From an optimization exercise on the open Yosys and OpenROAD flow, aimed at small area and a short achievable clock period; shortcuts taken in it are not production practice. In this exercise RTL edits were held to simulation tests only and were not proved equivalent to the original. No activity file was given, so power comes from the tool's default toggle rates.

--- flow/flow/run.sh ---
#!/bin/bash
# Own layout flow: the standard flow (standard.sh), run whole, with these changes.
#  1. Synthesis is the standard script (synth_recipe.tcl) except for its technology-mapping
#     abc call, which runs flow/map.abc (strash; dch; map -D 900) instead of ORFS's abc script.
#     Registers, their names and cells, flattening and renaming are the standard synthesis's.
#  2. No half/full adder cell extraction (ADDER_MAP_FILE empty): abc maps all the logic.
#  3. Port buffers are buf_1 cells rather than the delay cells buffer_ports picks by default.
#  4. CTS without dummy loads (-dont_use_dummy_load); otherwise ORFS's default CTS arguments.
#  5. repair_timing aims for a setup margin of 9.1 ns (SETUP_SLACK_MARGIN), so it also sizes
#     up the few gates on the slowest input-to-register paths. The SDC and clock period are
#     the standard flow's, unchanged.
# The make output goes to make_finish.log; ORFS keeps each tool's own log under orfs/logs.
set -euo pipefail
WORK=$(pwd)
FLOWDIR=$(cd "$(dirname "${BASH_SOURCE[0]}")" && pwd)
export OWN_ABC_SCRIPT=$FLOWDIR/map.abc
{
  echo 'proc abc {args} {'
  echo '  set i [lsearch -exact $args -script]'
  echo '  if {$i >= 0} { lset args [expr {$i + 1}] $::env(OWN_ABC_SCRIPT) }'
  echo '  yosys abc {*}$args'
  echo '}'
  cat "$WORK/synth_recipe.tcl"
} > "$WORK/own_synth.tcl"
export CTS_ARGS="-sink_clustering_enable -repair_clock_nets -dont_use_dummy_load"
export BUFFER_PORTS_ARGS="-inputs -outputs -buffer_cell sky130_fd_sc_hd__buf_1"
bash standard.sh SYNTH_SCRIPT="$WORK/own_synth.tcl" ADDER_MAP_FILE= SETUP_SLACK_MARGIN=9.00 finish > make_finish.log 2>&1
--- flow/flow/map.abc ---
strash
dch
map -D 900
topo
--- flow/standard.sh ---
#!/bin/bash
# synth_recipe.tcl (not shown) runs the flow's synth.tcl, then flattens the netlist and writes it again
# the make line also repeats each setting of config.mk as NAME=value (left out here)
make -C /OpenROAD-flow-scripts/flow DESIGN_CONFIG=/design/flow/config.mk WORK_HOME=/design/flow/orfs CLKGATE_MAP_FILE= SYNTH_SCRIPT=/design/flow/synth_recipe.tcl "${@:-finish}"
--- flow/config.mk ---
export PLATFORM = sky130hd
export DESIGN_NAME = pam4_link
export DESIGN_NICKNAME = pam4_link
export VERILOG_FILES = /design/flow/design.v
export SDC_FILE = /design/flow/constraint.sdc
export NUM_CORES = 4
export LEC_CHECK = 0
export CAP_MARGIN = 20
export CORE_AREA = 2.5 2.5 62.5 62.5
export DIE_AREA = 0 0 65 65
export SLEW_MARGIN = 20
--- flow/constraint.sdc ---
create_clock -name core_clock -period 13.0 [get_ports {clk}]
set_input_delay 2.6000 -clock core_clock [delete_from_list [all_inputs] [get_ports {clk}]]
set_output_delay 2.6000 -clock core_clock [all_outputs]
set_load 0.01 [all_outputs]
--- flow/design.v ---
package pam4_pkg;
    typedef logic [1:0] symbol_t;
    typedef logic signed [8-1:0] sample_t;
    typedef logic signed [6-1:0] noise_t;
endpackage
`timescale 1ns/100ps
module chan_comb (
    input  logic s0,
    input  logic s1,
    input  logic p0,
    input  logic p1,
    input  logic n0,
    input  logic n1,
    input  logic n2,
    input  logic n3,
    input  logic n4,
    input  logic n5,
    output logic x0,
    output logic x1,
    output logic x2,
    output logic x3,
    output logic x4,
    output logic x5,
    output logic x6,
    output logic x7
);
    logic new_n19, new_n20, new_n21, new_n22, new_n23, new_n24, new_n25, new_n26, new_n27, new_n28, new_n29, new_n30, new_n31, new_n32, new_n33, new_n35, new_n37, new_n39, new_n40, new_n41, new_n42, new_n43, new_n44, new_n45, new_n46, new_n48, new_n49, new_n50, new_n51, new_n52, new_n53, new_n55, new_n56, new_n57, new_n58, new_n59, new_n60, new_n61, new_n62, new_n63, new_n64, new_n65, new_n67, new_n68, new_n69, new_n70, new_n71, new_n72, new_n73, new_n74, new_n75, new_n76, new_n77, new_n78, new_n79, new_n80, new_n81, new_n82;
    assign new_n19 = ~n2 & ~n3;
    assign new_n20 = s0 & p1;
    assign new_n21 = s1 & ~n5;
    assign new_n22 = p0 & n4;
    assign new_n23 = new_n21 & new_n22;
    assign new_n24 = new_n20 & new_n23;
    assign new_n25 = ~new_n19 & new_n24;
    assign new_n26 = n2 & n3;
    assign new_n27 = ~s0 & ~p1;
    assign new_n28 = ~s1 & n5;
    assign new_n29 = ~p0 & ~n4;
    assign new_n30 = new_n28 & new_n29;
    assign new_n31 = new_n27 & new_n30;
    assign new_n32 = ~new_n26 & new_n31;
    assign new_n33 = n0 & ~new_n32;
    assign x0 = new_n25 | new_n33;
    assign new_n35 = n1 & ~new_n32;
    assign x1 = new_n25 | new_n35;
    assign new_n37 = n2 & ~new_n24;
    assign x2 = ~new_n31 & ~new_n37;
    assign new_n39 = ~p0 & ~new_n26;
    assign new_n40 = ~new_n31 & new_n39;
    assign new_n41 = ~new_n19 & new_n40;
    assign new_n42 = p0 & ~new_n19;
    assign new_n43 = ~new_n40 & ~new_n42;
    assign new_n44 = ~new_n24 & ~new_n43;
    assign new_n45 = ~new_n26 & new_n44;
    assign new_n46 = p0 & ~new_n45;
    assign x3 = new_n41 | new_n46;
    assign new_n48 = ~new_n20 & ~new_n27;
    assign new_n49 = ~n4 & ~new_n48;
    assign new_n50 = n4 & new_n48;
    assign new_n51 = ~new_n49 & ~new_n50;
    assign new_n52 = new_n43 & ~new_n51;
    assign new_n53 = new_n44 & new_n51;
    assign x4 = ~new_n52 & ~new_n53;
    assign new_n55 = ~new_n21 & ~new_n28;
    assign new_n56 = n4 & ~new_n39;
    assign new_n57 = ~new_n42 & ~new_n56;
    assign new_n58 = new_n55 & new_n57;
    assign new_n59 = ~new_n55 & ~new_n57;
    assign new_n60 = ~new_n58 & ~new_n59;
    assign new_n61 = new_n20 & x4;
    assign new_n62 = new_n27 & ~x4;
    assign new_n63 = ~new_n61 & ~new_n62;
    assign new_n64 = new_n60 & ~new_n63;
    assign new_n65 = ~new_n60 & new_n63;
    assign x5 = ~new_n64 & ~new_n65;
    assign new_n67 = ~s1 & ~new_n20;
    assign new_n68 = s1 & ~new_n27;
    assign new_n69 = ~new_n67 & ~new_n68;
    assign new_n70 = ~n5 & ~new_n39;
    assign new_n71 = n5 & ~new_n42;
    assign new_n72 = n4 & ~new_n71;
    assign new_n73 = ~new_n70 & ~new_n72;
    assign new_n74 = ~new_n69 & ~new_n73;
    assign new_n75 = s1 & ~new_n20;
    assign new_n76 = ~new_n27 & ~new_n75;
    assign new_n77 = new_n73 & new_n76;
    assign new_n78 = ~new_n74 & ~new_n77;
    assign new_n79 = ~x5 & ~new_n78;
    assign new_n80 = new_n69 & new_n73;
    assign new_n81 = new_n74 & new_n76;
    assign new_n82 = ~new_n80 & ~new_n81;
    assign x6 = new_n79 | ~new_n82;
    assign x7 = new_n67 | new_n80;
endmodule
module isi_channel (
    input  logic                clk,
    input  logic                rstn,
    input  logic                symbol_valid,
    input  pam4_pkg::symbol_t   symbol,
    input  pam4_pkg::noise_t    noise,
    output logic                sample_valid,
    output pam4_pkg::sample_t   sample_level
);
    pam4_pkg::symbol_t prev_symbol;
    pam4_pkg::sample_t level_sat;
    chan_comb i_chan_comb (
        .s0 (symbol[0]), .s1 (symbol[1]), .p0 (prev_symbol[0]), .p1 (prev_symbol[1]),
        .n0 (noise[0]), .n1 (noise[1]), .n2 (noise[2]), .n3 (noise[3]), .n4 (noise[4]), .n5 (noise[5]),
        .x0 (level_sat[0]), .x1 (level_sat[1]), .x2 (level_sat[2]), .x3 (level_sat[3]),
        .x4 (level_sat[4]), .x5 (level_sat[5]), .x6 (level_sat[6]), .x7 (level_sat[7])
    );
    always_ff @(posedge clk) begin
        sample_valid <= rstn & symbol_valid;
        if (!rstn) begin
            prev_symbol <= 2'd1;
        end else if (symbol_valid) begin
            prev_symbol <= symbol;
        end
    end
    always_ff @(posedge clk) begin
        if (symbol_valid) begin
            sample_level <= level_sat;
        end
    end
endmodule
`timescale 1ns/100ps
module dfe_comb (
    input  logic x0,
    input  logic x1,
    input  logic x2,
    input  logic x3,
    input  logic x4,
    input  logic x5,
    input  logic x6,
    input  logic x7,
    input  logic d0,
    input  logic d1,
    output logic y0,
    output logic y1
);
    logic new_n13, new_n14, new_n15, new_n16, new_n17, new_n18, new_n19, new_n20, new_n21, new_n22, new_n23, new_n24, new_n25, new_n26, new_n27, new_n28, new_n29, new_n30, new_n31, new_n32, new_n33, new_n34, new_n35, new_n36, new_n37, new_n38, new_n39, new_n40, new_n41, new_n42, new_n43, new_n44, new_n45, new_n47;
    assign new_n13 = ~x0 & ~x1;
    assign new_n14 = x2 & ~new_n13;
    assign new_n15 = ~x3 & d0;
    assign new_n16 = ~new_n14 & new_n15;
    assign new_n17 = ~x4 & new_n16;
    assign new_n18 = x5 & ~new_n17;
    assign new_n19 = x3 & new_n14;
    assign new_n20 = ~x4 & ~new_n19;
    assign new_n21 = ~d0 & ~new_n20;
    assign new_n22 = ~x6 & ~new_n21;
    assign new_n23 = ~new_n18 & new_n22;
    assign new_n24 = d1 & new_n23;
    assign new_n25 = ~d1 & ~new_n23;
    assign new_n26 = x4 & ~d0;
    assign new_n27 = new_n19 & new_n26;
    assign new_n28 = ~x6 & ~new_n27;
    assign new_n29 = x5 & ~new_n28;
    assign new_n30 = ~x4 & d0;
    assign new_n31 = x6 & ~new_n30;
    assign new_n32 = ~new_n16 & new_n31;
    assign new_n33 = ~new_n29 & ~new_n32;
    assign new_n34 = ~new_n25 & new_n33;
    assign new_n35 = ~new_n24 & new_n34;
    assign new_n36 = ~x7 & ~new_n35;
    assign new_n37 = x6 & ~new_n17;
    assign new_n38 = x5 & ~new_n22;
    assign new_n39 = ~new_n37 & ~new_n38;
    assign new_n40 = ~x5 & ~new_n27;
    assign new_n41 = new_n32 & ~new_n40;
    assign new_n42 = d1 & ~new_n41;
    assign new_n43 = ~d1 & new_n41;
    assign new_n44 = ~new_n42 & ~new_n43;
    assign new_n45 = ~new_n39 & new_n44;
    assign y0 = new_n36 | new_n45;
    assign new_n47 = x7 & ~new_n43;
    assign y1 = ~new_n24 & ~new_n47;
endmodule
module dfe_detector (
    input  logic                clk,
    input  logic                rstn,
    input  logic                sample_valid,
    input  pam4_pkg::sample_t   sample_level,
    output logic                decision_valid,
    output pam4_pkg::symbol_t   decision_symbol
);
    logic [1:0] dec;
    dfe_comb i_dfe_comb (
        .x0 (sample_level[0]), .x1 (sample_level[1]), .x2 (sample_level[2]), .x3 (sample_level[3]),
        .x4 (sample_level[4]), .x5 (sample_level[5]), .x6 (sample_level[6]), .x7 (sample_level[7]),
        .d0 (decision_symbol[0]), .d1 (decision_symbol[1]),
        .y0 (dec[0]), .y1 (dec[1])
    );
    always_ff @(posedge clk) begin
        decision_valid <= rstn & sample_valid;
        if (!rstn) begin
            decision_symbol <= 2'd1;
        end else if (sample_valid) begin
            decision_symbol <= dec;
        end
    end
endmodule
`timescale 1ns/100ps
module pam4_link (
    input  logic        clk,
    input  logic        rstn,
    input  logic        symbol_valid,
    input  logic [1:0]  symbol,
    input  logic [5:0]  noise,
    output logic        sample_valid,
    output logic [7:0]  sample_level,
    output logic        decision_valid,
    output logic [1:0]  decision_symbol
);
    isi_channel i_isi_channel (
        .clk          (clk),
        .rstn         (rstn),
        .symbol_valid (symbol_valid),
        .symbol       (symbol),
        .noise        (noise),
        .sample_valid (sample_valid),
        .sample_level (sample_level)
    );
    dfe_detector i_dfe_detector (
        .clk             (clk),
        .rstn            (rstn),
        .sample_valid    (sample_valid),
        .sample_level    (sample_level),
        .decision_valid  (decision_valid),
        .decision_symbol (decision_symbol)
    );
endmodule
==> results by group, run 1 <==
Synth
  • Compound-Gate Fraction of Synth Area: 0.219
  • Syn Area/Cell: 7.40 um^2
  • Post-Synth XOR/XNOR Area: 0.00970
  • Mapped Cells: 122
  • Largest family of logic cells by synthesized area: compound AO/OA/AOI/OAI gates
  • Seq/Total Area, Yosys: 0.399
  • Post-synth net total: 133
  • Fraction of the mapped netlist area in adder cells: 0
  • Post-Syn Area: 903 um^2
  • Simple-Gate Fraction of Synth Area: 0.206
  • YS warnings: 2
  • Yosys reg bits: 14
  • Post-synthesis mux area share: 0
  • Synth cell types: 20

Layout
  • Share of cells above drive strength 1: 0.0365
  • Layout Nets: 150
  • Design area: 993 um^2
  • Area Overhead vs Synth: 9.97%
  • Layout fillers: 378
  • N_diodes: 0
  • Commonest cells after routing, fill and taps aside: buf_1, clkinv_1, nand2_1
  • Commonest non-fill, non-tap cell in the layout: buf_1

Worst setup path
  • CP Data Required Time: 13,130 ps
  • Crit path kind: input port to flip-flop
  • Setup crit end kind: flip-flop
  • Worst-case reg-to-reg path depth: 8
  • Critical Path Fanout Max: 6
  • Worst Setup Start Kind: input port
  • CP arrival: 3920 ps

Timing
  • Headroom to the max-slew limit: 0.617
  • Fin Clk Skew: 15.4 ps
  • Final worst-path cycle share: 0.291
  • Final setup violation count: 0
  • Final Max Tran Viols: 0
  • Measured slew at the worst slew-check pin: 574 ps
  • Hold Vio Cnt, Final: 0
  • RSZ-0062 raised after global routing: no
  • Setup TNS: 0 ps
  • Tmin final: 3790 ps
  • Max Fclk: 0.264 GHz

Detailed routing
  • Drt first pass iters: 4
  • Final ANT Viol Nets: 0
  • Avg Vias per Cell: 4.46
  • Post-DR wirelength/cell: 9.39 um
  • DR vias: 817
  • DRC: 0
  • Iteration-0 DRC Markers: 34
  • Final WL: 1720 um

Clock tree
  • Setup bufs post-CTS: 0
  • Clk root buf: clkbuf_4
  • Post-cts resize count: 0
  • Cts bufs inserted: 3
  • # hold bufs at CTS: 0
  • H-tree Lvls: 1
  • CTS tree: built
  • Worst-path clk slew: 80 ps
  • CTS Sinks: 14
  • Max Root-Sink Buffers: 2
  • Worst-skew pair later-pin latency: 280 ps

Pwr
  • Leakage dissipation: 0.350 nW
  • Overall Power: 104 uW
  • Peak supply drop: 0.0000275 V
  • Power density cells: 105 nW/um^2

Floorplanning
  • # IOs: 23
  • Row count: 21
  • Die ar.: 4230 um^2
  • Die Wd: 65 um
  • Core area: 3390 um^2
  • Die Y: 65 um
  • Starting Density: 0.267

Global route
  • Initial antenna violation count: 0
  • Global-route wire length before repair: 2790 um
  • Number of global-route vias before repair: 709
  • Overflow after GRT: 0
  • GRT Total Usage: 0.0845
  • Pin count of the biggest net entering global routing: 13

Hold path
  • Hold Path Stages: 2
  • Worst Hold Class: flip-flop to flip-flop

Placed design
  • Port buffer count: 22
  • Global placer's final weighted congestion: 0.767
  • DP Area: 968 um^2
  • Hpwl dp: 1460 um

Job
  • Max-Cap Viols: 0

Run status
  • Status: finished clean
-- worst paths after layout --
check,startpoint,end,slack [ps]
worst max-delay path,noise[2],i_isi_channel.sample_level[6]$_DFFE_PP_,9210
worst min-delay path,i_isi_channel.sample_valid$_DFF_P_,i_dfe_detector.decision_valid$_DFF_P_,480
worst min register to register,i_isi_channel.sample_valid$_DFF_P_,i_dfe_detector.decision_valid$_DFF_P_,480
worst max register to register,i_isi_channel.sample_level[1]$_DFFE_PP_,i_dfe_detector.decision_symbol[0]$_SDFFE_PN1P_,11250
-- critical path: stages --
cell and delay, ps:
buf_1 130, o21ai_0 380, a21oi_1 140, xor2_1 230
clkinv_1 110, o211ai_1 110, nand2_1 90, o21ai_0 130
-- metal layers --
metal,vias to the layer above,routed length (um),track usage
met5,-,0,0
met4,0,33,0.0479
met3,4,104,0.0174
met2,22,808,0.143
met1,348,772,0.0986
li1,443,-,-
-- cells by family after synthesis --
logic type,count (synthesis)
and+or+nand+nor,43
AOI/OAI and AO/OA,34
buffers and inverters,30
DFF,14
xor gates and xnor gates,1
-- through the flow --
| step | setup slack (ps) | std cells | hold WS, ps | util |
|---|---|---|---|---|
| CTS | 9140 | 183 | 483 | 0.292 |
| finish | 9210 | 183 | 483 | 0.293 |
| floorplan | 9180 | 122 | 492 | - |
| global route | 9060 | 183 | 523 | 0.293 |
| detailed placement | 8830 | 180 | 470 | 0.286 |
| global placement | 8900 | 180 | 472 | 0.286 |
-- cell usage after synthesis --
master | instances | area share
a21boi_0 | 1 | 0.0083
a21oi_1 | 8 | 0.044
a22oi_1 | 3 | 0.025
a2bb2oi_1 | 1 | 0.0097
a31oi_1 | 1 | 0.0069
and2_2 | 1 | 0.0083
buf_4 | 10 | 0.083
clkinv_1 | 20 | 0.083
dfxtp_1 | 6 | 0.13
edfxtp_1 | 8 | 0.27
nand2_1 | 19 | 0.079
nand3_1 | 8 | 0.044
nand3b_1 | 1 | 0.0083
nand4_1 | 3 | 0.021
nor2_1 | 11 | 0.046
o211ai_1 | 3 | 0.025
o21ai_0 | 14 | 0.078
o21bai_1 | 1 | 0.0083
o22ai_1 | 2 | 0.014
xor2_1 | 1 | 0.0097
-- where the power goes --
group,internal [mW],switching (mW)
clock,0.0107,0.0122
sequential,0.0514,0.00319
combinational,0.00996,0.0166
-- layout make-up --
cell class / count / area, um^2 / share of cell area
multi-input cells: 78 / 395 / 0.398
flip-flops and latches: 14 / 360 / 0.363
repair buffers: 22 / 82.6 / 0.0831
inverters: 20 / 75.1 / 0.0756
well taps: 46 / 57.6 / 0.0579
clock buffers: 3 / 22.5 / 0.0227
-- state kept, by name (all words and copies together), names as in the netlist --
signal,flops
i_isi_channel.prev_symbol,2
i_dfe_detector.decision_valid,1
i_isi_channel.sample_valid,1
i_isi_channel.sample_level,8
i_dfe_detector.decision_symbol,2
==> run 2: changes to the inputs <==
--- a/flow/flow/run.sh
+++ b/flow/flow/run.sh
@@ -26,2 +26,2 @@
 export BUFFER_PORTS_ARGS="-inputs -outputs -buffer_cell sky130_fd_sc_hd__buf_1"
-bash standard.sh SYNTH_SCRIPT="$WORK/own_synth.tcl" ADDER_MAP_FILE= SETUP_SLACK_MARGIN=9.00 finish > make_finish.log 2>&1
+bash standard.sh SYNTH_SCRIPT="$WORK/own_synth.tcl" ADDER_MAP_FILE= SETUP_SLACK_MARGIN=9.1 finish > make_finish.log 2>&1
--- a/flow/config.mk
+++ b/flow/config.mk
@@ -10,2 +10,3 @@
 export DIE_AREA = 0 0 65 65
+export PLACE_DENSITY = 0.85
 export SLEW_MARGIN = 20
==> run 2 against run 1 <==
  * Still clean on timing, DRC and antenna
  * Global-route usage rose by 0.40 points
  * Register-to-register slack got worse by 30 ps
  * Sequential share of layout area fell by 0.54 points
  * Area after synthesis did not move
  * Final cell count rose by 0.55%
  * Final area rose by 1.5%
  * Via count rose by 0.37%
  * Clock power barely moved
  * Non-clock buffer count rose by 1
  * Synthesized cell count did not move
  * Critical path type unchanged
  * Routed wire length rose by 1.2%
  * Utilization rose by 0.44 points
  * Critical endpoint unchanged
  * Largest cell class unchanged
==> results by group, run 2 <==
Run status
  • Status: finished clean

Synth
  • Number of synthesized flops with an enable pin: 8 (unchanged)
  • YS warnings: 2 (unchanged)
  • Post-Synth XOR/XNOR Area: 0.00970 (unchanged)
  • Mapped Cells: 122 (unchanged)
  • Most frequent cell after synthesis: clkinv_1
  • Largest family of logic cells by synthesized area: compound AO/OA/AOI/OAI gates
  • Syn Area/Cell: 7.40 um^2 (unchanged)
  • Synth cell types: 20 (unchanged)
  • Post-synth top area cell: edfxtp_1
  • Compound-Gate Fraction of Synth Area: 0.219 (unchanged)
  • Post-synth net total: 133 (unchanged)
  • Post-synthesis mux area share: 0 (unchanged)
  • Yosys reg bits: 14 (unchanged)
  • Area share of the largest cell type after synthesis: 0.266 (unchanged)
  • Post-synthesis async set-or-reset flop share: 0 (unchanged)
  • Top post-synthesis cells by count: clkinv_1, nand2_1, o21ai_0
  • Dominant cells by area after synthesis: edfxtp_1, dfxtp_1, buf_4, clkinv_1, nand2_1
  • Post-Syn Area: 903 um^2 (unchanged)
  • Seq/Total Area, Yosys: 0.399 (unchanged)
  • Simple-Gate Fraction of Synth Area: 0.206 (unchanged)
  • Post-synth top flop: edfxtp_1
  • Fraction of the mapped netlist area in adder cells: 0 (unchanged)

Placed design
  • DP Area: 968 um^2 (unchanged)
  • Hpwl dp: 1440 um (-1.5%)
  • Port buffer count: 22 (unchanged)
  • Global placer's final weighted congestion: 0.861 (+12%)

Floorplanning
  • Starting Density: 0.267 (unchanged)
  • Die Wd: 65 um (unchanged)
  • Core area: 3390 um^2 (unchanged)
  • # IOs: 23 (unchanged)
  • Row count: 21 (unchanged)
  • Die Y: 65 um (unchanged)
  • Die ar.: 4230 um^2 (unchanged)

Detailed routing
  • Final ANT Viol Nets: 0 (unchanged)
  • Final WL: 1740 um (+1.2%)
  • DRC: 0 (unchanged)
  • Drt first pass iters: 4 (unchanged)
  • Post-DR wirelength/cell: 9.45 um (+0.61%)
  • Avg Vias per Cell: 4.46 (-0.18%)
  • DR vias: 820 (+0.37%)
  • Iteration-0 DRC Markers: 13 (-62%)

Layout
  • Max FFs per register: 8 (unchanged)
  • Commonest cells after routing, fill and taps aside: buf_1, clkinv_1, nand2_1
  • Design area: 1010 um^2 (+1.5%)
  • Layout Nets: 151 (+0.67%)
  • Regs by FF count: i_isi_channel.sample_level (8), i_dfe_detector.decision_symbol (2), i_isi_channel.prev_symbol (2)
  • Layout fillers: 365 (-3.4%)
  • Commonest non-fill, non-tap cell in the layout: buf_1
  • N_diodes: 0 (unchanged)
  • Area Overhead vs Synth: 11.6%
  • Fin util: 0.298 (+0.00443)
  • Top reg by flops: i_isi_channel.sample_level
  • Share of cells above drive strength 1: 0.0507 (+0.0142)

Clock tree
  • Cts bufs inserted: 3 (unchanged)
  • Worst-path clk slew: 90 ps (about the same)
  • H-tree Lvls: 1 (unchanged)
  • Worst-skew pair later-pin latency: 270 ps (about the same)
  • Max Root-Sink Buffers: 2 (unchanged)
  • CTS Sinks: 14 (unchanged)
  • CTS tree: built
  • Clk root buf: clkbuf_4

Pwr
  • Share of total power in combinational logic: 0.258 (+0.003)
  • Leakage dissipation: 0.356 nW (+1.8%)
  • Psw: 32.2 uW (+0.63%)
  • Overall Power: 104 uW (+0.29%)
  • Internal Power: 72.2 uW (+0.14%)
  • Power share of the sequential group: 0.523 (-0.002)
  • Peak supply drop: 0.0000252 V (-8.5%)
  • Switching share of power: 0.308 (+0.00106)
  • Power density cells: 104 nW/um^2 (-1.2%)
  • Clock power share: 0.218 (-0.002)

Timing
  • Measured slew at the worst slew-check pin: 554 ps (-19.7 ps)
  • RSZ-0062 raised after global routing: no
  • Headroom to the max-slew limit: 0.631 (+0.0131)
  • Final worst-path cycle share: 0.288 (-0.00352)
  • Setup TNS: 0 ps (unchanged)
  • Hold Vio Cnt, Final: 0 (unchanged)
  • Final setup violation count: 0 (unchanged)
  • Final Max Tran Viols: 0 (unchanged)
  • Max Fclk: 0.267 GHz (+1.2%)
  • Tmin final: 3740 ps (-45.8 ps)
  • Hold slack: 485 ps (+1.42 ps)
  • Fin Clk Skew: 18.4 ps (+2.96 ps)

Global route
  • Overflow after GRT: 0 (unchanged)
  • Number of global-route vias before repair: 724 (+2.1%)
  • Initial antenna violation count: 0 (unchanged)
  • Global-route wire length before repair: 2950 um (+5.7%)
  • GRT Total Usage: 0.0885 (+0.00399)
  • Pin count of the biggest net entering global routing: 13 (unchanged)

Worst setup path
  • Critical Path Fanout Max: 5 (-1)
  • CP Data Required Time: 13,010 ps (-120 ps)
  • Worst Setup Start Kind: input port
  • Critical path's top delay family: simple AND/OR/NAND/NOR gates
  • CP Cell Sequence: buf_1 -> nor2_4 -> nand4_1 -> nand2_1 -> nand2_1 -> nand3_1 -> nand2_1 -> nand2_1 -> o211ai_1 -> nand2_1 -> o21ai_0
  • CP max stage cell: nand4_1
  • CP arrival: 3750 ps (-170 ps)
  • Setup crit end kind: flip-flop
  • Critical Path Most Common Cell: nand2_1
  • Worst path max stage delay: 160 ps (-220 ps)
  • Crit path kind: input port to flip-flop
  • CP bufs+invs: 1 (-1)

Hold path
  • Worst Hold Class: flip-flop to flip-flop

Job
  • Max-Cap Viols: 0 (unchanged)
[run 2: power groups by stage]
stage	combinational, mW	sequential [mW]	clock (mW)
final	0.0270	0.0546	0.0228
after global routing	0.0312	0.0552	0.0258
after CTS	0.0268	0.0545	0.0234
after detailed placement	0.0267	0.0555	0
after global placement	0.0260	0.0554	0
after floorplan	0.0225	0.0548	0
[run 2: final cells by class]
cell class              instances  area [um^2]  share of cell area
multi-input cells              78          403               0.400
inverters                      20         75.1              0.0744
repair buffers                 23         90.1              0.0893
flip-flops and latches         14          360               0.357
well taps                      46         57.6              0.0571
clock buffers                   3         22.5              0.0223
[run 2: repair_timing]
action                     in CTS  in global routing
setup buffers                   0                  1
gates resized for setup         0                  5
setup endpoints to repair       0                  2
hold buffers                    0                  0
[run 2: through the flow]
| step | instances | setup slack (ps) |
|---|---|---|
| after floorplan | 122 | 9180 |
| after global placement | 180 | 8940 |
| after detailed placement | 180 | 8890 |
| after CTS | 183 | 9170 |
| after global routing | 184 | 9090 |
| final | 184 | 9260 |
[run 2: kinds of logic after synthesis]
group / after synthesis
buf+inv: 30
xor+xnor: 1
flops: 14
compound gates: 34
simple gates: 43
[run 2: worst register-to-register path, stage by stage (launching register included)]
cell	delay (ps)
edfxtp_1	380
o21ai_0	250
nand3_1	190
o21ai_0	300
clkinv_1	100
o21ai_0	150
nand3_1	90
a22oi_1	150
o21ai_0	90
[run 2: worst paths after layout]
check / start / end / slack, ps / cells past startpoint
worst max-delay path: symbol[0] / i_isi_channel.sample_level[6]$_DFFE_PP_ / 9260 / 11
worst min register to register: i_isi_channel.sample_valid$_DFF_P_ / i_dfe_detector.decision_valid$_DFF_P_ / 480 / 2
worst min-delay path: i_isi_channel.sample_valid$_DFF_P_ / i_dfe_detector.decision_valid$_DFF_P_ / 480 / 2
worst max register to register: i_isi_channel.sample_level[1]$_DFFE_PP_ / i_dfe_detector.decision_symbol[0]$_SDFFE_PN1P_ / 11220 / 8
[run 2: routing by layer]
metal / wire, um / GRT usage / part of all wire / up-vias
li1: - / - / - / 440
met1: 735 / 0.0974 / 0.42 / 362
met2: 883 / 0.160 / 0.51 / 16
met3: 91 / 0.0156 / 0.052 / 2
met4: 27 / 0.0479 / 0.016 / 0
met5: 0 / 0 / 0 / -
==> run 3: changes to the inputs <==
--- a/flow/config.mk
+++ b/flow/config.mk
@@ -10,3 +10,2 @@
 export DIE_AREA = 0 0 65 65
-export PLACE_DENSITY = 0.85
 export SLEW_MARGIN = 20
==> run 3 against run 2 <==
  * Still clean on timing, DRC and antenna
  * Via count is 0.24% higher
  * Register-to-register slack better by 30 ps
  * Worst hold slack worse by 2.1 ps
  * Flip-flop and latch count stayed put
  * Non-clock buffer count is 1 lower
  * Synthesized cell count stayed put
  * First-iteration DRC count is 140% higher
  * Clock skew is 4.3 ps lower
  * Critical path type unchanged
==> results by group, run 3 <==
Layout
  • Multi-input logic area: 403 um^2 (unchanged)
  • N_diodes: 0 (unchanged)
  • Register Area: 360 um^2 (unchanged)
  • Commonest non-fill, non-tap cell in the layout: buf_1
  • Max FFs per register: 8 (unchanged)
  • Non-filler cells, final: 183 (-0.54%)
  • Layout fillers: 379 (+3.8%)
  • Area Overhead vs Synth: 10.8%
  • Regs by FF count: i_isi_channel.sample_level (8), i_dfe_detector.decision_symbol (2), i_isi_channel.prev_symbol (2)
  • Layout Nets: 150 (-0.66%)
  • Design area: 1000 um^2 (-0.74%)
  • Share of cells above drive strength 1: 0.0438 (-0.00693)
  • Fin util: 0.295 (-0.00221)
  • Commonest cells after routing, fill and taps aside: buf_1, clkinv_1, nand2_1
  • Top reg by flops: i_isi_channel.sample_level

Worst setup path
  • CP bufs+invs: 1 (unchanged)
  • CP Data Required Time: 13,030 ps (+20 ps)
  • Critical Path Most Common Cell: nand2_1
  • CP arrival: 3770 ps (+20 ps)
  • FF-to-FF setup slack: 11,250 ps (+30 ps)
  • Crit path kind: input port to flip-flop
  • CP Cell Sequence: buf_1 -> nor2_4 -> nand4_1 -> nand2_1 -> nand2_1 -> nand3_1 -> nand2_1 -> nand2_1 -> o211ai_1 -> nand2_1 -> o21ai_0
  • Setup crit end kind: flip-flop
  • Critical Path Fanout Max: 5 (unchanged)
  • CP max stage cell: nor2_4
  • Worst r2r src: i_isi_channel.sample_level[1]$_DFFE_PP_
  • CP startpoint: symbol[0]
  • Worst Setup Start Kind: input port
  • Critical path's top delay family: simple AND/OR/NAND/NOR gates
  • Reg2reg end: i_dfe_detector.decision_symbol[0]$_SDFFE_PN1P_
  • Worst path max stage delay: 170 ps (about the same)
  • Worst-case reg-to-reg path depth: 8 (unchanged)

Synth
  • Post-synth net total: 133 (unchanged)
  • Top post-synthesis cells by count: clkinv_1, nand2_1, o21ai_0
  • YS warnings: 2 (unchanged)
  • Most frequent cell after synthesis: clkinv_1
  • Mapped Cells: 122 (unchanged)
  • Yosys reg bits: 14 (unchanged)
  • Seq/Total Area, Yosys: 0.399 (unchanged)
  • Area share of the largest cell type after synthesis: 0.266 (unchanged)
  • Post-synth top flop: edfxtp_1
  • Post-Syn Area: 903 um^2 (unchanged)
  • Dominant cells by area after synthesis: edfxtp_1, dfxtp_1, buf_4, clkinv_1, nand2_1
  • Post-synth top area cell: edfxtp_1
  • Number of synthesized flops with an enable pin: 8 (unchanged)
  • Syn Area/Cell: 7.40 um^2 (unchanged)
  • Post-synthesis async set-or-reset flop share: 0 (unchanged)
  • Synth cell types: 20 (unchanged)

Floorplanning
  • Die Y: 65 um (unchanged)
  • # IOs: 23 (unchanged)
  • Row count: 21 (unchanged)
  • Starting Density: 0.267 (unchanged)
  • Die Wd: 65 um (unchanged)
  • Core area: 3390 um^2 (unchanged)
  • Die ar.: 4230 um^2 (unchanged)

Pwr
  • Peak supply drop: 0.0000285 V (+13%)
  • Power density cells: 104 nW/um^2 (+0.73%)
  • Clock power share: 0.219 (about the same)
  • Psw: 32.1 uW (-0.19%)
  • Internal Power: 72.2 uW (about the same)
  • Leakage dissipation: 0.352 nW (-1.3%)
  • Overall Power: 104 uW (about the same)
  • Share of total power in combinational logic: 0.257 (about the same)
  • Power share of the sequential group: 0.524 (about the same)
  • Switching share of power: 0.308 (-0.000528)

Detailed routing
  • Drt first pass iters: 4 (unchanged)
  • Final WL: 1730 um (-0.69%)
  • Final ANT Viol Nets: 0 (unchanged)
  • Iteration-0 DRC Markers: 31 (+18)
  • DR vias: 822 (+0.24%)
  • Avg Vias per Cell: 4.49 (+0.79%)
  • Post-DR wirelength/cell: 9.43 um (-0.15%)
  • DRC: 0 (unchanged)

Timing
  • Hold Vio Cnt, Final: 0 (unchanged)
  • Final setup violation count: 0 (unchanged)
  • RSZ-0062 raised after global routing: no
  • Worst setup margin: 9270 ps (+9.85 ps)
  • Final Max Tran Viols: 0 (unchanged)
  • Measured slew at the worst slew-check pin: 571 ps (+17.1 ps)
  • Max Fclk: 0.268 GHz (+0.26%)
  • Hold slack: 482 ps (-2.07 ps)
  • Setup TNS: 0 ps (unchanged)
  • Headroom to the max-slew limit: 0.619 (-0.0114)
  • Tmin final: 3730 ps (-9.85 ps)
  • Final worst-path cycle share: 0.287 (-0.000758)
  • Fin Clk Skew: 14.1 ps (-4.27 ps)

Job
  • Max-Cap Viols: 0 (unchanged)

Placed design
  • Cells after DPL: 180 (unchanged)
  • Post-place setup slack: 8830 ps (-65.9 ps)
  • Hpwl dp: 1460 um (+1.5%)
  • DP Area: 968 um^2 (unchanged)
  • Port buffer count: 22 (unchanged)
  • Global placer's final weighted congestion: 0.767 (-11%)

Global route
  • GRT Total Usage: 0.0845 (-0.00399)
  • Pin count of the biggest net entering global routing: 13 (unchanged)
  • Initial antenna violation count: 0 (unchanged)
  • Number of global-route vias before repair: 709 (-2.1%)
  • Global-route wire length before repair: 2790 um (-5.4%)
  • Overflow after GRT: 0 (unchanged)

Clock tree
  • Worst-skew pair later-pin latency: 280 ps (about the same)
  • CTS tree: built
  • Setup bufs post-CTS: 0 (unchanged)
  • Cts bufs inserted: 3 (unchanged)
  • Max Root-Sink Buffers: 2 (unchanged)
  • Worst-path clk slew: 80 ps (about the same)
  • CTS Sinks: 14 (unchanged)
  • Clk root buf: clkbuf_4
  • H-tree Lvls: 1 (unchanged)

Hold path
  • Min-delay src: i_isi_channel.sample_valid$_DFF_P_
  • Min-Delay Endpoint: i_dfe_detector.decision_valid$_DFF_P_
  • Hold Path Stages: 2 (unchanged)
  • Worst Hold Class: flip-flop to flip-flop

Run status
  • Status: finished clean
-- run 3: cell counts after synthesis --
Identical to the previous run, type by type.
-- run 3: logic make-up after synthesis --
group / Yosys count / synth area share
AOI/OAI and AO/OA: 34 / 0.219
DFF: 14 / 0.399
and+or+nand+nor: 43 / 0.206
buffers and inverters: 30 / 0.166
xor gates and xnor gates: 1 / 0.00970
-- run 3: layout make-up --
| cell class | instances | share of cell area |
|---|---|---|
| multi-input cells | 78 | 0.402 |
| inverters | 20 | 0.0750 |
| repair buffers | 22 | 0.0825 |
| clock buffers | 3 | 0.0225 |
| flip-flops and latches | 14 | 0.360 |
| well taps | 46 | 0.0575 |
-- run 3: worst min-delay path, delay by kind of cell (launching register included) --
kind / cells / cell delay (ps)
simple gates: 1 / 40
flops: 1 / 340
buf+inv: 1 / 70
-- run 3: worst max path at each step --
stage,to,cells past startpoint
floorplan,i_isi_channel.sample_level[6]$_DFFE_PP_,10
global placement,i_isi_channel.sample_level[6]$_DFFE_PP_,11
detailed placement,i_isi_channel.sample_level[6]$_DFFE_PP_,11
CTS,i_isi_channel.sample_level[6]$_DFFE_PP_,11
global route,i_isi_channel.sample_level[6]$_DFFE_PP_,10
finish,i_isi_channel.sample_level[6]$_DFFE_PP_,11
-- run 3: power by group through the flow --
stage                     logic, mW  clock network, mW  registers, mW
final                        0.0268             0.0228         0.0547
after global routing         0.0307             0.0261         0.0554
after CTS                    0.0267             0.0243         0.0547
after detailed placement     0.0266                  0         0.0557
after global placement       0.0262                  0         0.0557
after floorplan              0.0225                  0         0.0548
-- run 3: routing by layer --
layer | GRT usage | vias to the layer above | part of all wire
li1 | - | 443 | -
met1 | 0.0986 | 353 | 0.44
met2 | 0.143 | 22 | 0.48
met3 | 0.0174 | 4 | 0.060
met4 | 0.0479 | 0 | 0.019
met5 | 0 | - | 0
-- run 3: what timing repair did --
| item | 4_1_cts | 5_1_grt |
|---|---|---|
| resized for setup | 0 | 5 |
| setup endpoints to repair | 0 | 2 |
| hold buffers | 0 | 0 |
==> run 4: changes to the inputs <==
--- a/flow/config.mk
+++ b/flow/config.mk
@@ -10,2 +10,3 @@
 export DIE_AREA = 0 0 65 65
+export PLACE_DENSITY = 0.35
 export SLEW_MARGIN = 20
==> run 4 against run 3 <==
  * Clock-buffer cell count did not move
  * Still clean on timing, DRC and antenna
  * Final area fell by 0.75%
  * Die area unchanged
  * Worst hold slack gained 7.7 ps
  * Setup slack worse by 70 ps
  * Area after synthesis unchanged
  * Utilization down 0.22 points
  * Global-route usage is 1.0 points higher
==> results by group, run 4 <==
Detailed routing
  • Avg Vias per Cell: 4.52 (+0.73%)
  • Post-DR wirelength/cell: 10.5 um (+11%)
  • DR vias: 828 (+0.73%)
  • DRC: 0 (unchanged)
  • Final WL: 1920 um (+11%)
  • Drt first pass iters: 4 (unchanged)
  • Final ANT Viol Nets: 0 (unchanged)
  • Iteration-0 DRC Markers: 46 (+48%)

Synth
  • Mapped Cells: 122 (unchanged)
  • Area share of the largest cell type after synthesis: 0.266 (unchanged)
  • Simple-Gate Fraction of Synth Area: 0.206 (unchanged)
  • Top post-synthesis cells by count: clkinv_1, nand2_1, o21ai_0
  • Seq/Total Area, Yosys: 0.399 (unchanged)
  • Compound-Gate Fraction of Synth Area: 0.219 (unchanged)
  • Number of synthesized flops with an enable pin: 8 (unchanged)
  • Post-synthesis async set-or-reset flop share: 0 (unchanged)
  • Synth cell types: 20 (unchanged)
  • Dominant cells by area after synthesis: edfxtp_1, dfxtp_1, buf_4, clkinv_1, nand2_1
  • Post-synthesis mux area share: 0 (unchanged)
  • Yosys reg bits: 14 (unchanged)
  • Post-synth net total: 133 (unchanged)
  • Post-Syn Area: 903 um^2 (unchanged)
  • Syn Area/Cell: 7.40 um^2 (unchanged)
  • YS warnings: 2 (unchanged)
  • Post-synth top flop: edfxtp_1
  • Most frequent cell after synthesis: clkinv_1
  • Largest family of logic cells by synthesized area: compound AO/OA/AOI/OAI gates
  • Post-synth top area cell: edfxtp_1
  • Post-Synth XOR/XNOR Area: 0.00970 (unchanged)
  • Fraction of the mapped netlist area in adder cells: 0 (unchanged)

Layout
  • Layout Nets: 150 (unchanged)
  • Top reg by flops: i_isi_channel.sample_level
  • Commonest cells after routing, fill and taps aside: buf_1, clkinv_1, nand2_1
  • Regs by FF count: i_isi_channel.sample_level (8), i_dfe_detector.decision_symbol (2), i_isi_channel.prev_symbol (2)
  • Share of cells above drive strength 1: 0.0365 (-0.00730)
  • Fin util: 0.293 (-0.00222)
  • Area Overhead vs Synth: 9.97%
  • Commonest non-fill, non-tap cell in the layout: buf_1
  • Max FFs per register: 8 (unchanged)
  • N_diodes: 0 (unchanged)

Clock tree
  • Post-cts resize count: 0 (unchanged)
  • Worst-path clk slew: 80 ps (about the same)
  • Max Root-Sink Buffers: 2 (unchanged)
  • Worst-skew pair later-pin latency: 270 ps (about the same)
  • Setup bufs post-CTS: 0 (unchanged)
  • # hold bufs at CTS: 0 (unchanged)
  • Cts bufs inserted: 3 (unchanged)
  • Clk root buf: clkbuf_4
  • CTS tree: built
  • H-tree Lvls: 1 (unchanged)
  • CTS Sinks: 14 (unchanged)

Worst setup path
  • Setup crit end kind: flip-flop
  • CP Data Required Time: 13,120 ps (+90 ps)
  • Critical path's top delay family: simple AND/OR/NAND/NOR gates
  • Critical Path Fanout Max: 5 (unchanged)
  • CP bufs+invs: 1 (unchanged)
  • CP arrival: 3920 ps (+150 ps)
  • Worst Setup Start Kind: input port
  • Critical Path Most Common Cell: nand2_1
  • Worst path max stage delay: 220 ps (+50 ps)
  • Crit path kind: input port to flip-flop
  • CP max stage cell: nor2_2
  • CP Cell Sequence: buf_1 -> nor2_2 -> nand4_1 -> nand2_1 -> nand2_1 -> nand3_1 -> nand2_1 -> o211ai_1 -> nand2_1 -> o21ai_0

Hold path
  • Worst Hold Class: flip-flop to flip-flop

Global route
  • GRT Total Usage: 0.0946 (+0.0101)
  • Number of global-route vias before repair: 687 (-3.1%)
  • Overflow after GRT: 0 (unchanged)
  • Initial antenna violation count: 0 (unchanged)
  • Global-route wire length before repair: 2950 um (+6.0%)
  • Pin count of the biggest net entering global routing: 13 (unchanged)

Placed design
  • Hpwl dp: 1610 um (+9.9%)
  • Global placer's final weighted congestion: 0.799 (+4.1%)
  • Port buffer count: 22 (unchanged)

Floorplanning
  • Row count: 21 (unchanged)
  • Starting Density: 0.267 (unchanged)
  • # IOs: 23 (unchanged)
  • Core area: 3390 um^2 (unchanged)
  • Die Y: 65 um (unchanged)
  • Die ar.: 4230 um^2 (unchanged)
  • Die Wd: 65 um (unchanged)

Timing
  • Fin Clk Skew: 6.95 ps (-7.14 ps)
  • Final setup violation count: 0 (unchanged)
  • Setup TNS: 0 ps (unchanged)
  • Hold slack: 490 ps (+7.72 ps)
  • Hold Vio Cnt, Final: 0 (unchanged)
  • Tmin final: 3800 ps (+70.4 ps)
  • RSZ-0062 raised after global routing: no
  • Measured slew at the worst slew-check pin: 589 ps (+18.0 ps)
  • Headroom to the max-slew limit: 0.607 (-0.0120)
  • Final worst-path cycle share: 0.292 (+0.00542)
  • Max Fclk: 0.263 GHz (-1.9%)
  • Final Max Tran Viols: 0 (unchanged)

Job
  • Max-Cap Viols: 0 (unchanged)

Pwr
  • Leakage dissipation: 0.350 nW (-0.46%)
  • Peak supply drop: 0.0000202 V (-29%)
  • Power density cells: 106 nW/um^2 (+1.9%)

Run status
  • Status: finished clean
-- run 4: cell counts after synthesis --
No cell type changed its count.
-- run 4: final cells by class --
type | count | area (um^2)
tap | 46 | 57.6
timing repair buffer | 22 | 82.6
fill | 396 | 2400
sequential | 14 | 360
inverter | 20 | 75.1
multi-input combinational | 78 | 395
clock buffer | 3 | 22.5
-- run 4: final timing paths --
| check | from | cells after the start | to | slack [ps] |
|---|---|---|---|---|
| max | symbol[0] | 10 | i_isi_channel.sample_level[6]$_DFFE_PP_ | 9200 |
| min | i_isi_channel.sample_valid$_DFF_P_ | 2 | i_dfe_detector.decision_valid$_DFF_P_ | 490 |
| max reg2reg | i_isi_channel.sample_level[0]$_DFFE_PP_ | 8 | i_dfe_detector.decision_symbol[0]$_SDFFE_PN1P_ | 11200 |
| min reg2reg | i_isi_channel.sample_valid$_DFF_P_ | 2 | i_dfe_detector.decision_valid$_DFF_P_ | 490 |
-- run 4: worst min-delay path, stage by stage (launching register included) --
cell and delay, ps:
dfxtp_1 340, clkinv_1 70, nor2_1 40
-- run 4: logic make-up after synthesis --
logic type	count (synthesis)
AND/OR/NAND/NOR	43
AO/OA/AOI/OAI	34
flip-flops	14
buffers and inverters	30
XOR/XNOR	1
-- run 4: stage by stage --
stage	setup slack, ps	cells	area [um^2]	total power, mW
2_1_floorplan	9180	122	903	0.0774
3_3_place_gp	8870	180	968	0.0826
3_5_place_dp	8820	180	968	0.0830
4_1_cts	9110	183	991	0.107
5_1_grt	9110	183	993	0.113
6_report	9200	183	993	0.106
-- run 4: metal layers --
metal  share of wire  track usage  vias to the layer above
li1                -            -                      437
met1            0.45        0.109                      368
met2            0.48        0.151                       19
met3           0.044       0.0226                        4
met4           0.027       0.0718                        0
met5               0            0                        -
-- run 4: power breakdown --
part	total, mW	internal [mW]	leakage, nW	switching (mW)
Sequential	0.0547	0.0514	0.128	0.00335
Combinational	0.0272	0.00998	0.209	0.0172
Clock	0.0236	0.0107	0.0138	0.0128

==> separate check: timing with driven ports <==
The flow's constraints put no driver on any port. The routed layouts listed below were extracted and timed again, unchanged, in two steps. Step 1 sets driving cells, clkbuf_16 on the clock port and buf_2 on the other inputs (assumed; they add their load-dependent delay and slew). Step 2 adds t to the input delays and takes it off the output delays; t is the mean of the earliest and latest rising clock arrival at the registers after step 1. Input paths then give back, and output paths get back, about the clock's delay inside the block. a / b / c = ideal / step 1 / step 2; a / b = the first two.
run	t (ns)	slack for setup (ns)	worst setup path after step 2
run 1	0.289	9.212 / 9.208 / 8.919	input to register
run 2	0.286	9.258 / 9.257 / 8.971	input to register
run 3	0.288	9.268 / 9.263 / 8.974	input to register
run 4	0.294	9.198 / 9.199 / 8.905	input to register
After both steps setup and hold are still met in every run listed. For run 3, which loses most, drivers alone change the setup slack by -0.005 ns; drivers and shift together by -0.294 ns.
